Source: an optimization exercise on an open RTL-to-GDS flow (aim: small area). Production flows keep margins and buffers that such runs may drop.
The RTL was checked by simulation tests, not by an equivalence proof against the original design.
Power and IR drop assume default switching activity.

==> module frame_fifo, before the edit <==
module frame_fifo #(
  parameter int Depth = 16
) (
  input  logic                clk_i,
  input  logic                rst_ni,
  input  logic                push_i,
  input  sniffer_pkg::entry_t entry_i,
  input  logic                pop_i,       
  input  logic                release_i,   
  input  logic                release_next_i,   
  output sniffer_pkg::entry_t head_o,      
  output logic                empty_o
);
  localparam int Slots = Depth + 1;
  localparam int W     = sniffer_pkg::EntryW;
  localparam int CntW  = $clog2(Depth) + 1;
  logic [CntW-1:0]  count_q;   
  logic             full;
  logic             push_ok;
  logic [Slots-1:0] valid_q;   
  logic [Slots-1:0] load;      
  logic [Slots-1:0] valid_in;  
  logic [Slots-1:0] valid_d;
  logic [Slots-1:0] stuck_d;   
  logic [Slots-1:0] load_q;    
  logic [Slots-1:0][W-1:0] slot_q;
  logic [Slots-1:0][W-1:0] slot_in;
  assign full    = (count_q == CntW'(Depth));
  assign push_ok = push_i && !full;
  assign empty_o = (count_q == '0);
  always_ff @(posedge clk_i or negedge rst_ni) begin
    if (!rst_ni) begin
      count_q <= '0;
    end else begin
      case ({push_ok, pop_i})
        2'b10:   count_q <= count_q + 1'b1;
        2'b01:   count_q <= count_q - 1'b1;
        default: count_q <= count_q;   
      endcase
    end
  end
  always_comb begin
    load[Slots-1] = !valid_q[Slots-1] || release_i;
    for (int k = Slots - 2; k >= 0; k--) begin
      load[k] = !valid_q[k] || load[k+1];
    end
  end
  assign valid_in = {valid_q[Slots-2:0], push_ok};
  assign slot_in  = {slot_q[Slots-2:0], entry_i};
  always_comb begin
    for (int k = 0; k < Slots; k++) begin
      valid_d[k] = load[k] ? valid_in[k] : valid_q[k];
    end
    stuck_d[Slots-1] = valid_d[Slots-1] && !release_next_i;
    for (int k = Slots - 2; k >= 0; k--) begin
      stuck_d[k] = valid_d[k] && stuck_d[k+1];
    end
  end
  always_ff @(posedge clk_i or negedge rst_ni) begin
    if (!rst_ni) begin
      valid_q <= '0;
      load_q  <= '1;
    end else begin
      valid_q <= valid_d;
      load_q  <= ~stuck_d;
    end
  end
  for (genvar k = 0; k < Slots; k++) begin : g_slot
    always_ff @(posedge clk_i) begin
      slot_q[k][W-1:1] <= ~(({(W-1){!load[k]}} | slot_in[k][W-1:1]) &
                            ({(W-1){load_q[k]}} | slot_q[k][W-1:1]));
      slot_q[k][0]     <= (!load[k] | slot_in[k][0]) & (load_q[k] | slot_q[k][0]);
    end
  end
  assign head_o = slot_q[Slots-1];
endmodule
==> module frame_serializer, before the edit <==
module frame_serializer (
  input  logic                clk_i,
  input  logic                rst_ni,
  input  logic                empty_i,
  input  sniffer_pkg::entry_t entry_i,     
  input  sniffer_pkg::ts_t    ts_i,        
  output logic                pop_o,
  output logic                release_o,   
  output logic                release_next_o,   
  output logic                sniffer_tdo_o,
  output logic                sniffer_valid_o
);
  localparam int CntW  = $clog2(128);
  localparam int LoW   = 12;
  localparam int HiW   = 32 - LoW;
  localparam int HiPos = 88 + LoW;   
  logic            busy_q;      
  logic [CntW-1:0] bit_cnt_q;   
  logic            tdo_q;
  logic            valid_q;
  logic            wrapped;
  logic            lo_wrap;
  logic            hi_win;
  logic            borrow_q;    
  logic            ones_q;      
  logic [128-1:0] frame;
  logic            mask;
  logic            inv_i;       
  logic            stored;      
  logic            req;         
  logic            id1;
  logic            we_gnt;
  logic [LoW-1:0]  ts_lo;
  logic            frame_bit;
  function automatic logic below(input logic [LoW-1:0] a, input logic [LoW-1:0] b);
    logic lt;
    lt = 1'b0;
    for (int i = 0; i < LoW; i++) begin
      lt = (a[i] ^ b[i]) ? b[i] : lt;
    end
    below = lt;
  endfunction
  assign pop_o     = !busy_q && !empty_i;   
  assign release_o = busy_q && (bit_cnt_q == CntW'(122));   
  assign release_next_o = busy_q && (bit_cnt_q == CntW'(121));
  assign inv_i   = ts_i[0] ^ entry_i.ts_lo[0];
  assign req     = entry_i.req ^ inv_i;
  assign id1     = entry_i.id1 ^ inv_i;
  assign we_gnt  = entry_i.we_gnt ^ inv_i;
  assign ts_lo   = {entry_i.ts_lo[LoW-1:1] ^ {(LoW-1){inv_i}}, entry_i.ts_lo[0]};
  assign wrapped = below(ts_i[LoW-1:0], ts_lo);
  assign lo_wrap = &ts_i[LoW-1:0];   
  assign hi_win  = (bit_cnt_q >= CntW'(HiPos)) && (bit_cnt_q < CntW'(HiPos + HiW));
  always_ff @(posedge clk_i) begin
    if (!hi_win) begin
      borrow_q <= lo_wrap || wrapped;
      ones_q   <= 1'b1;
    end else begin
      borrow_q <= lo_wrap ? (ones_q && frame_bit) : (borrow_q && !frame_bit);
      ones_q   <= ones_q && frame_bit;
    end
  end
  assign frame = {5'b0, !(req || id1), id1, req,
                  ts_i[32-1:LoW], entry_i.ts_lo,
                  entry_i.addr,
                  entry_i.data,
                  entry_i.be,
                  req && we_gnt,
                  1'b1,
                  req || we_gnt,
                  17'b0};
  assign stored = (bit_cnt_q >= CntW'(20)) && (bit_cnt_q < CntW'(88)) ||
                  (bit_cnt_q > CntW'(88)) && (bit_cnt_q < CntW'(HiPos));
  assign mask = !req &&
                ((bit_cnt_q >= CntW'(20) && bit_cnt_q < CntW'(24)) ||
                 (bit_cnt_q >= CntW'(56) && bit_cnt_q < CntW'(88)));
  logic [31:0] sel1;
  logic [7:0]  sel2;
  logic [1:0]  sel3;
  always_comb begin
    for (int g = 0; g < 32; g++) sel1[g] = frame[4*g + bit_cnt_q[1:0]];
    for (int g = 0; g < 8; g++)  sel2[g] = sel1[4*g + bit_cnt_q[3:2]];
    for (int g = 0; g < 2; g++)  sel3[g] = sel2[4*g + bit_cnt_q[5:4]];
  end
  assign frame_bit = sel3[bit_cnt_q[6]];
  always_ff @(posedge clk_i or negedge rst_ni) begin
    if (!rst_ni) begin
      busy_q  <= 1'b0;
      tdo_q   <= 1'b0;
      valid_q <= 1'b0;
    end else begin
      if (pop_o) begin
        busy_q <= 1'b1;
      end else if (bit_cnt_q == CntW'(128 - 1)) begin
        busy_q <= 1'b0;
      end
      tdo_q   <= busy_q && (((frame_bit ^ (stored && inv_i)) && !mask) ^ (hi_win && borrow_q));
      valid_q <= busy_q;
    end
  end
  always_ff @(posedge clk_i) begin
    if (busy_q) begin
      bit_cnt_q <= bit_cnt_q + 1'b1;   
    end else begin
      bit_cnt_q <= '0;
    end
  end
  assign sniffer_tdo_o   = tdo_q;
  assign sniffer_valid_o = valid_q;
endmodule
==> flow/config.mk <==
export PLATFORM = sky130hd
export DESIGN_NAME = bus_sniffer
export DESIGN_NICKNAME = bus_sniffer
export VERILOG_FILES = /design/flow/design.v
export SDC_FILE = /design/flow/constraint.sdc
export NUM_CORES = 4
export LEC_CHECK = 0
export CAP_MARGIN = 20
export CORE_MARGIN = 2
export CORE_UTILIZATION = 72
export CTS_BUF_LIST = sky130_fd_sc_hd__clkbuf_4 sky130_fd_sc_hd__clkbuf_8
export CTS_CLUSTER_DIAMETER = 60
export CTS_CLUSTER_SIZE = 20
export PLACE_DENSITY = 0.8
export SLEW_MARGIN = 20
==> flow/constraint.sdc <==
create_clock -name core_clock -period 5.0 [get_ports {clk_i}]
set_input_delay 1.0000 -clock core_clock [delete_from_list [all_inputs] [get_ports {clk_i}]]
set_output_delay 1.0000 -clock core_clock [all_outputs]
set_load 0.01 [all_outputs]
standard.sh (not shown) runs the stock make flow with config.mk's settings and CLKGATE_MAP_FILE= SYNTH_SCRIPT=/design/flow/synth_recipe.tcl, a recipe that flattens the netlist after the stock synthesis.
==> flow/flow/run.sh <==
#!/bin/bash
# The standard layout (the standard.sh: standard synthesis, floorplan,
# power grid, placement, CTS, routing), with options the flow settings
# cannot reach:
#  - port buffers are the smallest buffer, buf_1, instead of the delay cell
#    buffer_ports picks by default (every port still gets its own buffer)
#  - CTS (same clustering and buffers as config.mk's CTS settings) without
#    dummy loads; the tree is still an H-tree balanced by CTS
# Each tool's output goes to the ORFS logs under orfs/logs/; make's own
# output is kept in flow_make.log here.
set -euo pipefail
cd "$(dirname "$0")/.."
export CTS_ARGS="-sink_clustering_enable -repair_clock_nets -dont_use_dummy_load -sink_clustering_size 20 -sink_clustering_max_diameter 60 -buf_list {sky130_fd_sc_hd__clkbuf_4 sky130_fd_sc_hd__clkbuf_8}"
export BUFFER_PORTS_ARGS="-buffer_cell sky130_fd_sc_hd__buf_1"
bash standard.sh finish > flow_make.log 2>&1
==> next run, changes <==
--- a/flow/design.v
+++ b/flow/design.v
@@ -108,9 +108,9 @@
   logic [Slots-1:0] load;      
   logic [Slots-1:0] valid_in;  
   logic [Slots-1:0] valid_d;
   logic [Slots-1:0] stuck_d;   
-  logic [Slots-1:0] load_q;    
+  logic [Slots-1:0] keep_q;    
   logic [Slots-1:0][W-1:0] slot_q;
   logic [Slots-1:0][W-1:0] slot_in;
   assign full    = (count_q == CntW'(Depth));
   assign push_ok = push_i && !full;
@@ -145,19 +145,17 @@
   end
   always_ff @(posedge clk_i or negedge rst_ni) begin
     if (!rst_ni) begin
       valid_q <= '0;
-      load_q  <= '1;
+      keep_q  <= '0;
     end else begin
       valid_q <= valid_d;
-      load_q  <= ~stuck_d;
+      keep_q  <= stuck_d;
     end
   end
   for (genvar k = 0; k < Slots; k++) begin : g_slot
     always_ff @(posedge clk_i) begin
-      slot_q[k][W-1:1] <= ~(({(W-1){!load[k]}} | slot_in[k][W-1:1]) &
-                            ({(W-1){load_q[k]}} | slot_q[k][W-1:1]));
-      slot_q[k][0]     <= (!load[k] | slot_in[k][0]) & (load_q[k] | slot_q[k][0]);
+      slot_q[k] <= ({W{load[k]}} & slot_in[k]) | ({W{keep_q[k]}} & slot_q[k]);
     end
   end
   assign head_o = slot_q[Slots-1];
 endmodule
@@ -187,14 +185,8 @@
   logic            borrow_q;    
   logic            ones_q;      
   logic [128-1:0] frame;
   logic            mask;
-  logic            inv_i;       
-  logic            stored;      
-  logic            req;         
-  logic            id1;
-  logic            we_gnt;
-  logic [LoW-1:0]  ts_lo;
   logic            frame_bit;
   function automatic logic below(input logic [LoW-1:0] a, input logic [LoW-1:0] b);
     logic lt;
     lt = 1'b0;
@@ -205,14 +197,9 @@
   endfunction
   assign pop_o     = !busy_q && !empty_i;   
   assign release_o = busy_q && (bit_cnt_q == CntW'(122));   
   assign release_next_o = busy_q && (bit_cnt_q == CntW'(121));
-  assign inv_i   = ts_i[0] ^ entry_i.ts_lo[0];
-  assign req     = entry_i.req ^ inv_i;
-  assign id1     = entry_i.id1 ^ inv_i;
-  assign we_gnt  = entry_i.we_gnt ^ inv_i;
-  assign ts_lo   = {entry_i.ts_lo[LoW-1:1] ^ {(LoW-1){inv_i}}, entry_i.ts_lo[0]};
-  assign wrapped = below(ts_i[LoW-1:0], ts_lo);
+  assign wrapped = below(ts_i[LoW-1:0], entry_i.ts_lo);
   assign lo_wrap = &ts_i[LoW-1:0];   
   assign hi_win  = (bit_cnt_q >= CntW'(HiPos)) && (bit_cnt_q < CntW'(HiPos + HiW));
   always_ff @(posedge clk_i) begin
     if (!hi_win) begin
@@ -222,20 +209,18 @@
       borrow_q <= lo_wrap ? (ones_q && frame_bit) : (borrow_q && !frame_bit);
       ones_q   <= ones_q && frame_bit;
     end
   end
-  assign frame = {5'b0, !(req || id1), id1, req,
+  assign frame = {5'b0, !(entry_i.req || entry_i.id1), entry_i.id1, entry_i.req,
                   ts_i[32-1:LoW], entry_i.ts_lo,
                   entry_i.addr,
                   entry_i.data,
                   entry_i.be,
-                  req && we_gnt,
+                  entry_i.req && entry_i.we_gnt,
                   1'b1,
-                  req || we_gnt,
+                  entry_i.req || entry_i.we_gnt,
                   17'b0};
-  assign stored = (bit_cnt_q >= CntW'(20)) && (bit_cnt_q < CntW'(88)) ||
-                  (bit_cnt_q > CntW'(88)) && (bit_cnt_q < CntW'(HiPos));
-  assign mask = !req &&
+  assign mask = !entry_i.req &&
                 ((bit_cnt_q >= CntW'(20) && bit_cnt_q < CntW'(24)) ||
                  (bit_cnt_q >= CntW'(56) && bit_cnt_q < CntW'(88)));
   logic [31:0] sel1;
   logic [7:0]  sel2;
@@ -256,9 +241,9 @@
         busy_q <= 1'b1;
       end else if (bit_cnt_q == CntW'(128 - 1)) begin
         busy_q <= 1'b0;
       end
-      tdo_q   <= busy_q && (((frame_bit ^ (stored && inv_i)) && !mask) ^ (hi_win && borrow_q));
+      tdo_q   <= busy_q && ((frame_bit && !mask) ^ (hi_win && borrow_q));   
       valid_q <= busy_q;
     end
   end
   always_ff @(posedge clk_i) begin
What happened:
- setup slack gets better by 0.016 ns
- synthesized area grows by 7.1%
- combinational power is higher by 48%
- power goes up by 2.8%
- die area rises by 7.0%
- via count shrinks by 1.8%

==> afterwards: timing with drivers on the ports <==
The flow's constraints put no driver on any port. The routed layouts listed below were extracted and timed again, unchanged, in two steps.
Step 1 (the two cells are an assumption about what drives the block):
set clk [get_ports {clk_i}]
set_driving_cell -lib_cell sky130_fd_sc_hd__clkbuf_16 $clk
set_driving_cell -lib_cell sky130_fd_sc_hd__buf_2 [delete_from_list [all_inputs] $clk]
Step 2 times the ports against the registers' clock, not the clock port: input delays grow and output delays shrink by t, the midpoint of the rising clock arrivals with the driver on.
Slacks: no drivers / after step 1 / after step 2; pairs: no drivers / after step 1.
run | t (ns) | slack for setup (ns) | worst setup path after step 2 | worst slew at a driven data input, ns
the first run | 0.756 | 1.079 / 1.079 / 1.079 | register to register | 0.12
the second run | 0.738 | 1.096 / 1.096 / 1.096 | register to register | 0.08
After both steps every run listed still meets setup and hold.
